Context: an optimization exercise on an open-source flow, tuned for small area, a short achievable clock period and few clock cycles per item. The choices shown serve that exercise and are no tape-out recipe.
At most, simulation tests tie the RTL to the original design; equivalence was not proved.

job 6346:
Design bpm_pos_calc, start of the top module:
module bpm_pos_calc (
    input  logic        clk,
    input  logic        rst,
    input  logic        data_valid,
    input  logic [31:0] A_IN,
    input  logic [31:0] B_IN,
    input  logic [31:0] C_IN,
    input  logic [31:0] D_IN,
    input  logic [15:0] Diameter,
    output logic [24:0] X,
    output logic [24:0] Y,
    output logic [33:0] S,
    output logic [1:0]  err,
    output logic        busy,
    output logic        rdy
);
    logic [31:0] a_r, c_r;
    logic [32:0] sab, scd;
    logic [21:0] kr;        
    logic        kx, kyn;   
    logic        kp;        
    logic [32:0] rx, ry;
    logic [24:0] wx, wy;
    logic [4:0]  cnt;
    logic        last;
    assign last = (cnt == 5'd23);
    logic b24, b23;
    assign b24 = (Diameter >= 16'd33555);
    assign b23 = ((Diameter >= 16'd16778) && !b24) || (Diameter >= 16'd50332);
    logic [22:0] p125;
    assign p125 = {kr[15:0], 7'b0} - {7'b0, kr[15:0]} - {6'b0, kr[15:0], 1'b0};
    function automatic logic [34:0] add3(input logic [34:0] p, input logic [34:0] x,
                                         input logic [34:0] y);
        logic [34:0] sm, cy;
        sm = p ^ x ^ y;
        cy = (p & x) | (p & y) | (x & y);
        add3 = sm + {cy[33:0], 1'b1};
    endfunction
  ...
For scale: ~360 flip-flops, roughly 240 I/O pins, ~0.034 sq mm of cells after synthesis.
clock: 13.0 ns
lec_check: 0
cap_margin: 20
core_margin: 2
core_utilization: 40
slew_margin: 20
standard.sh (not shown) runs the stock make flow with config.mk's settings and CLKGATE_MAP_FILE= SYNTH_SCRIPT=/design/flow/synth_recipe.tcl, a recipe that flattens the netlist after the stock synthesis.
==> flow/flow/run.sh <==
#!/bin/bash
set -euo pipefail
bash standard.sh SETUP_SLACK_MARGIN=7 finish > standard_make.log 2>&1
Testbench counts of job 6346, summed over its fixed seeds: cycles 24,000, items 960.
#### Input delta (job 8359 over job 6346)
==> flow/flow/run.sh <==
#!/bin/bash
set -euo pipefail
bash standard.sh SETUP_SLACK_MARGIN=8.5 TNS_END_PERCENT=10 "BUFFER_PORTS_ARGS=-buffer_cell sky130_fd_sc_hd__buf_1" finish > standard_make.log 2>&1
==> results.txt <==
NOTE: met2 track demand over resource in global routing in job 8359 falls short of that of job 6346
Delta (job 8359 minus job 6346): non-clock buffer count went up, worst setup slack went up, proportion of layout cells with a drive suffix above 1 went up, half-perimeter wire length after placement went down.
Between job 8359 and job 6346, the final-layout fill cell count does not differ in any meaningful way.
Per the comparison of job 8359 with job 6346, average wire per standard cell -1.6%, global-route wire length before repair -about 1.6%, synthesized area per cell ~0 delta.
## Diff of input files: job 9470 against job 8359
==> flow/flow/run.sh <==
#!/bin/bash
set -euo pipefail
bash standard.sh SETUP_SLACK_MARGIN=8 "BUFFER_PORTS_ARGS=-buffer_cell sky130_fd_sc_hd__buf_1" finish > standard_make.log 2>&1
diff --git a/flow/config.mk b/flow/config.mk
--- a/flow/config.mk
+++ b/flow/config.mk
@@ -10 +10 @@
-export CORE_UTILIZATION = 40
+export CORE_UTILIZATION = 65
==> results.txt <==
Relative to job 8359, worst-case setup slack after placement has increased by 0.56 ns in job 9470.
In the flow results for job 9470 and job 8359, the final cell count is larger on job 8359.
The final reports for job 9470 and job 8359 show layout filler cell count lower in the former.
The number of clock buffer instances in the layout number comes out higher for job 8359 vs job 9470.
Changes observed in job 9470 relative to job 8359: fraction of area in clock buffers and inverters shrank by 0.21 points, combined flip-flop and latch cell area stayed essentially flat, number of global-route vias before repair rose 1.5%.
For job 9523, these inputs were changed with respect to job 9470:
==> flow/flow/run.sh <==
#!/bin/bash
set -euo pipefail
bash standard.sh SETUP_SLACK_MARGIN=8 "BUFFER_PORTS_ARGS=-buffer_cell sky130_fd_sc_hd__buf_4" finish > standard_make.log 2>&1
diff --git a/flow/config.mk b/flow/config.mk
--- a/flow/config.mk
+++ b/flow/config.mk
@@ -10 +10 @@
-export CORE_UTILIZATION = 65
+export CORE_UTILIZATION = 60
Results
Job 9523 completed; timing, DRC and antenna clean. Diff job 9470 -> job 9523: number of antenna violations at the first check in global routing -3. Relative to job 9470, synthesis-to-layout area growth increased by 3.0 points in job 9523. Taking job 9470 as the reference, in job 9523 worst setup slack went up by 0.092 ns; final cell count went up by 91.
Input-level comparison between job 5602 and job 9523:
==> flow/run.sh (new file) <==
#!/bin/bash
# synth_recipe.tcl (not shown) runs the flow's synth.tcl, then flattens the netlist and writes it again
# the make line also repeats each setting of config.mk as NAME=value (left out here)
make -C /OpenROAD-flow-scripts/flow DESIGN_CONFIG=/design/flow/config.mk WORK_HOME=/design/flow/orfs CLKGATE_MAP_FILE= SYNTH_SCRIPT=/design/flow/synth_recipe.tcl finish
diff --git a/flow/config.mk b/flow/config.mk
--- a/flow/config.mk
+++ b/flow/config.mk
@@ -10 +10,2 @@
-export CORE_UTILIZATION = 60
+export CORE_UTILIZATION = 40
+export SETUP_SLACK_MARGIN = 5
removed: flow/flow/run.sh
removed: flow/standard.sh
Findings:
Compared to job 9523, job 5602 has wire length 3.1% higher. Compared with job 9523, in job 5602 critical path depth went up 2; hold slack went down 0.0054 ns. Job 5602 gives less total of clock buffers placed in the layout than job 9523 did. Fraction of area in multi-input gates (higher): job 9523.

* * *

bpm_pos_calc again, from the RTL that the note above started with.
export LEC_CHECK = 0
export CAP_MARGIN = 20
export CORE_MARGIN = 2
export CORE_UTILIZATION = 40
export SLEW_MARGIN = 20
create_clock -name core_clock -period 13.0 [get_ports {clk}]
==> flow/flow/run.sh <==
#!/bin/bash
set -euo pipefail
bash standard.sh SETUP_SLACK_MARGIN=8 "CTS_BUF_LIST=sky130_fd_sc_hd__clkbuf_8 sky130_fd_sc_hd__clkbuf_4" CTS_CLUSTER_SIZE=30 "BUFFER_PORTS_ARGS=-buffer_cell sky130_fd_sc_hd__buf_1" finish > standard_make.log 2>&1
The starting point finished clean.
Testbench counts at the start, summed over its fixed seeds: cycles 24,000, items 960.
Then changed:
==> flow/flow/run.sh (replaced) <==
#!/bin/bash
set -euo pipefail
bash standard.sh SETUP_SLACK_MARGIN=7.75 "BUFFER_PORTS_ARGS=-buffer_cell sky130_fd_sc_hd__buf_1" finish > standard_make.log 2>&1
- CORE_UTILIZATION: 40 -> 55
Result: The changed run completed without violations. Critical path depth increases by 2. Area after synthesis stays the same. Via count drops slightly.
Then changed:
==> flow/flow/run.sh (replaced) <==
#!/bin/bash
set -euo pipefail
bash standard.sh SETUP_SLACK_MARGIN=8 "BUFFER_PORTS_ARGS=-buffer_cell sky130_fd_sc_hd__buf_1" finish > standard_make.log 2>&1
The changed run completed with no timing, DRC or antenna violations.
First-iteration DRC count came out lower by 11%.
Die area does not change.
Final area goes up by about 0.75%.
Core utilization went up by 0.46 points.
Worst setup slack is better by 0.30 ns.
Sequential share of layout area falls by 0.18 points.
Area after synthesis stays the same.
Routed wire length stays flat.
Count of clock-buffer cells in the layout does not change.
Then changed:
==> flow/flow/run.sh (replaced) <==
#!/bin/bash
set -euo pipefail
bash standard.sh SETUP_SLACK_MARGIN=7 "BUFFER_PORTS_ARGS=-buffer_cell sky130_fd_sc_hd__buf_4" finish > standard_make.log 2>&1
- CORE_UTILIZATION: 55 -> 40
Result:
- The new run passed the timing, design-rule and antenna checks
- register-to-register slack degrades by 0.96 ns
- routed wire length came out higher by about 3%
- non-clock buffer count drops by 28
- cell area rises by 1.2%

* * *

## old
Another version of the RTL of bpm_pos_calc (not shown whole).
For scale: about 4,300 cells after synthesis, roughly 360 flip-flops, about 240 I/O pins, roughly 37,000 sq um of cells after synthesis.
clock: 13.0 ns
lec_check: 0
cap_margin: 20
core_margin: 2
core_utilization: 40
setup_slack_margin: 5
slew_margin: 20
run.sh (not shown) runs the stock make flow with config.mk's settings and CLKGATE_MAP_FILE= SYNTH_SCRIPT=/design/flow/synth_recipe.tcl, a recipe that flattens the netlist after the stock synthesis.
Stock flow here: none of the scripts above is used.
[inputs] new vs old
Settings: clearing SETUP_SLACK_MARGIN, which used to be 5.
==> flow/flow/run.sh (new file) <==
#!/bin/bash
set -euo pipefail
bash standard.sh SETUP_SLACK_MARGIN=9 finish > standard_make.log 2>&1
==> flow/standard.sh (new file) <==
#!/bin/bash
# synth_recipe.tcl (not shown) runs the flow's synth.tcl, then flattens the netlist and writes it again
# the make line also repeats each setting of config.mk as NAME=value (left out here)
make -C /OpenROAD-flow-scripts/flow DESIGN_CONFIG=/design/flow/config.mk WORK_HOME=/design/flow/orfs CLKGATE_MAP_FILE= SYNTH_SCRIPT=/design/flow/synth_recipe.tcl "${@:-finish}"
removed: flow/run.sh
[summary]
new was carried through to the last stage, and its layout satisfied the timing, design-rule and antenna checks.
Clock latency of the later-clocked register in the worst-skew pair: new > old
For new, the worst setup path endpoint was scd[28], unlike old, where it was vy[15].
Compared with old, in new total half-perimeter wirelength after legalization and detailed placement neither gained nor lost much, worst slew margin relative to its limit lost 3.7 points, met3 track demand over resource in global routing increased 2.6 points, via count up 4,492, final area shows an increase of about 25%.
Slew at the pin closest to its max-slew limit (higher): new
Compared with old, new instantiates a larger number of cells.
Re multi-input gate share of total cell area: old and new aren't equal, and the lower value belongs to new.
Function was not checked in any run of this note: the RTL went through the layout flow alone.

* * *

== run A ==
RTL: one of the versions met above, not the one the previous note started from.
Size: ~360 flip-flops, roughly 240 I/O pins, about 34000 um^2 of cells after synthesis.
clock: 13.0 ns
lec_check: 0
cap_margin: 20
core_margin: 2
core_utilization: 40
slew_margin: 20
standard.sh (not shown) runs the stock make flow with config.mk's settings and CLKGATE_MAP_FILE= SYNTH_SCRIPT=/design/flow/synth_recipe.tcl, a recipe that flattens the netlist after the stock synthesis.
==> flow/flow/run.sh <==
#!/bin/bash
set -euo pipefail
bash standard.sh SETUP_SLACK_MARGIN=8.5 "BUFFER_PORTS_ARGS=-buffer_cell sky130_fd_sc_hd__buf_4" finish > standard_make.log 2>&1
Testbench counts of run A, summed over its fixed seeds: cycles 24,000, items 960.
--- input diff run A..run B ---
==> flow/flow/run.sh <==
#!/bin/bash
set -euo pipefail
bash standard.sh SETUP_SLACK_MARGIN=7 "BUFFER_PORTS_ARGS=-buffer_cell sky130_fd_sc_hd__buf_4" finish > standard_make.log 2>&1
diff --git a/flow/config.mk b/flow/config.mk
--- a/flow/config.mk
+++ b/flow/config.mk
@@ -8,4 +8,4 @@
 export CAP_MARGIN = 20
 export CORE_MARGIN = 2
-export CORE_UTILIZATION = 40
+export CORE_UTILIZATION = 60
 export SLEW_MARGIN = 20
==> comparison <==
Run B reports its critical path's slowest cell as o311ai_0 while run A reports or4_4.
Delta (run B minus run A): synthesis-to-finish area growth shows a reduction of 8.5 points; pin slew with the least headroom to its limit shows an increase of 0.16 ns.
The higher global-route usage of run B and run A is in run B.
Sort run B and run A by count of antenna diodes in the layout, ascending, and run A comes first.
Number of well taps for run B: 388 down relative to run A
Compared to run A, run B has routed length on met1 12% lower.
Here is what was changed in the inputs of run C compared with run B.
==> flow/flow/run.sh <==
#!/bin/bash
set -euo pipefail
bash standard.sh SETUP_SLACK_MARGIN=8 "CTS_BUF_LIST=sky130_fd_sc_hd__clkbuf_8 sky130_fd_sc_hd__clkbuf_4" CTS_CLUSTER_SIZE=30 "BUFFER_PORTS_ARGS=-buffer_cell sky130_fd_sc_hd__buf_1" finish > standard_make.log 2>&1
diff --git a/flow/config.mk b/flow/config.mk
--- a/flow/config.mk
+++ b/flow/config.mk
@@ -8,4 +8,4 @@
 export CAP_MARGIN = 20
 export CORE_MARGIN = 2
-export CORE_UTILIZATION = 60
+export CORE_UTILIZATION = 55
 export SLEW_MARGIN = 20
==> results.txt <==
Compared run C against run B; final standard cell area without fillers within noise.
Portion of the clock cycle consumed by the worst path in the final layout | run C below run B
| overall fraction of global-route tracks in use | run C vs run B | 1.7 points lower |
Taking run B as the reference, in run C wire length of the first global-routing pass grew by 1.1%, number of standard-cell rows in the floorplan grew by 4.
Going from run B to run C, the clock period minus worst slack was found to have gone down by 0.72 ns.
Run C vs run B on full die area: run C is the higher one.
Between run B and run C, the difference in sequential share of layout area is negligible.
Run C gives more final HPWL from detailed placement than run B did.
Relative to run C, the following input files were edited for run D:
==> flow/flow/run.sh <==
#!/bin/bash
set -euo pipefail
bash standard.sh SETUP_SLACK_MARGIN=9 TNS_END_PERCENT=10 "BUFFER_PORTS_ARGS=-buffer_cell sky130_fd_sc_hd__buf_1" finish > standard_make.log 2>&1
diff --git a/flow/config.mk b/flow/config.mk
--- a/flow/config.mk
+++ b/flow/config.mk
@@ -8,4 +8,4 @@
 export CAP_MARGIN = 20
 export CORE_MARGIN = 2
-export CORE_UTILIZATION = 55
+export CORE_UTILIZATION = 40
 export SLEW_MARGIN = 20
- Every stage of the flow completed for run D, and the final layout passed the timing, design-rule and antenna checks.
- Run D against run C: routed wire length rose by 7.3 mm, maximum frequency grew by about 1.5%, number of multi-input combinational cells in the layout saw little to no change.
- Run D ends up with lower arrival time at the worst endpoint than run C does.
- Peak fanout along the critical path in run D vs run C: down 2
Modified inputs, run E compared to run D
==> flow/flow/run.sh <==
#!/bin/bash
set -euo pipefail
bash standard.sh SETUP_SLACK_MARGIN=7 MATCH_CELL_FOOTPRINT=0 "BUFFER_PORTS_ARGS=-buffer_cell sky130_fd_sc_hd__buf_4" finish > standard_make.log 2>&1
Notes after the runs:
Per the final summary, run E finished and its layout is clean on timing, DRC and antenna.
[run E vs run D] global routing usage on met3: lower in run E
Run E ended with less total detailed-routing wirelength than run D.
Compared with run D, in run E clock buffer count down 7.8%, non-clock buffer count down 34%.
[inputs] run F vs run E
==> flow/flow/run.sh <==
#!/bin/bash
set -euo pipefail
bash standard.sh SETUP_SLACK_MARGIN=8 "BUFFER_PORTS_ARGS=-buffer_cell sky130_fd_sc_hd__buf_1" finish > standard_make.log 2>&1
Results
Post-cts resize count | run F above run E. There was hardly any difference in global-route usage between run F and run E. Between run F and run E, the detailed-placement wirelength estimate is lower for run F. In run F relative to run E, final cell count had gone up slightly. The setup slack of run F is larger than that of run E.

separate check: timing with driven ports:
The flow's constraints put no driver on any port. The routed layouts listed below were extracted and timed again, unchanged, in two steps. Step 1: set_driving_cell puts a clkbuf_16 on clk and a buf_2 on each other input, an assumption about the parent block. Step 2 adds t to the input delays and takes it off the output delays; t is the mean of the earliest and latest rising clock arrival at the registers after step 1. Input paths then give back, and output paths get back, about the clock's delay inside the block. Slacks: ideal ports / drivers / drivers and shift; pairs: ideal ports / drivers.
run | t, ns | slack for setup (ns) | latest minus earliest clock arrival (ns) | slew at the worst register clock pin (ns)
job 6346 | 0.669 | 7.021 / 7.008 / 6.340 | 0.029 / 0.029 | 0.07 / 0.07
job 8359 | 0.664 | 7.972 / 7.972 / 7.366 | 0.022 / 0.022 | 0.07 / 0.07
job 9470 | 0.654 | 7.867 / 7.897 / 7.243 | 0.029 / 0.030 | 0.07 / 0.07
job 9523 | 0.662 | 7.959 / 7.991 / 7.329 | 0.026 / 0.026 | 0.06 / 0.06
job 5602 | 0.671 | 6.225 / 6.234 / 5.563 | 0.030 / 0.030 | 0.07 / 0.07
the first run of note 2 | 0.754 | 8.023 / 8.063 / 7.309 | 0.066 / 0.065 | 0.08 / 0.08
the second run of note 2 | 0.651 | 7.721 / 7.767 / 7.116 | 0.021 / 0.021 | 0.07 / 0.07
the third run of note 2 | 0.653 | 8.017 / 8.028 / 7.375 | 0.026 / 0.026 | 0.07 / 0.07
the fourth run of note 2 | 0.682 | 7.144 / 7.152 / 6.469 | 0.035 / 0.035 | 0.07 / 0.07
old | 0.669 | 6.494 / 6.494 / 6.273 | 0.033 / 0.033 | 0.07 / 0.07
new | 0.694 | 7.983 / 8.007 / 7.313 | 0.038 / 0.038 | 0.07 / 0.07
run A | 0.647 | 8.040 / 8.071 / 7.424 | 0.025 / 0.025 | 0.07 / 0.07
run B | 0.657 | 7.233 / 7.265 / 6.618 | 0.015 / 0.014 | 0.07 / 0.07
run C | 0.743 | 7.955 / 7.985 / 7.242 | 0.045 / 0.046 | 0.07 / 0.07
run D | 0.669 | 8.032 / 8.061 / 7.392 | 0.018 / 0.018 | 0.07 / 0.07
run E | 0.682 | 7.144 / 7.152 / 6.469 | 0.035 / 0.035 | 0.07 / 0.07
run F | 0.672 | 8.025 / 8.073 / 7.401 | 0.023 / 0.022 | 0.06 / 0.06
After both steps every run listed still meets setup and hold. For the first run of note 2, which loses most, drivers alone change the setup slack by +0.040 ns; drivers and shift together by -0.714 ns.
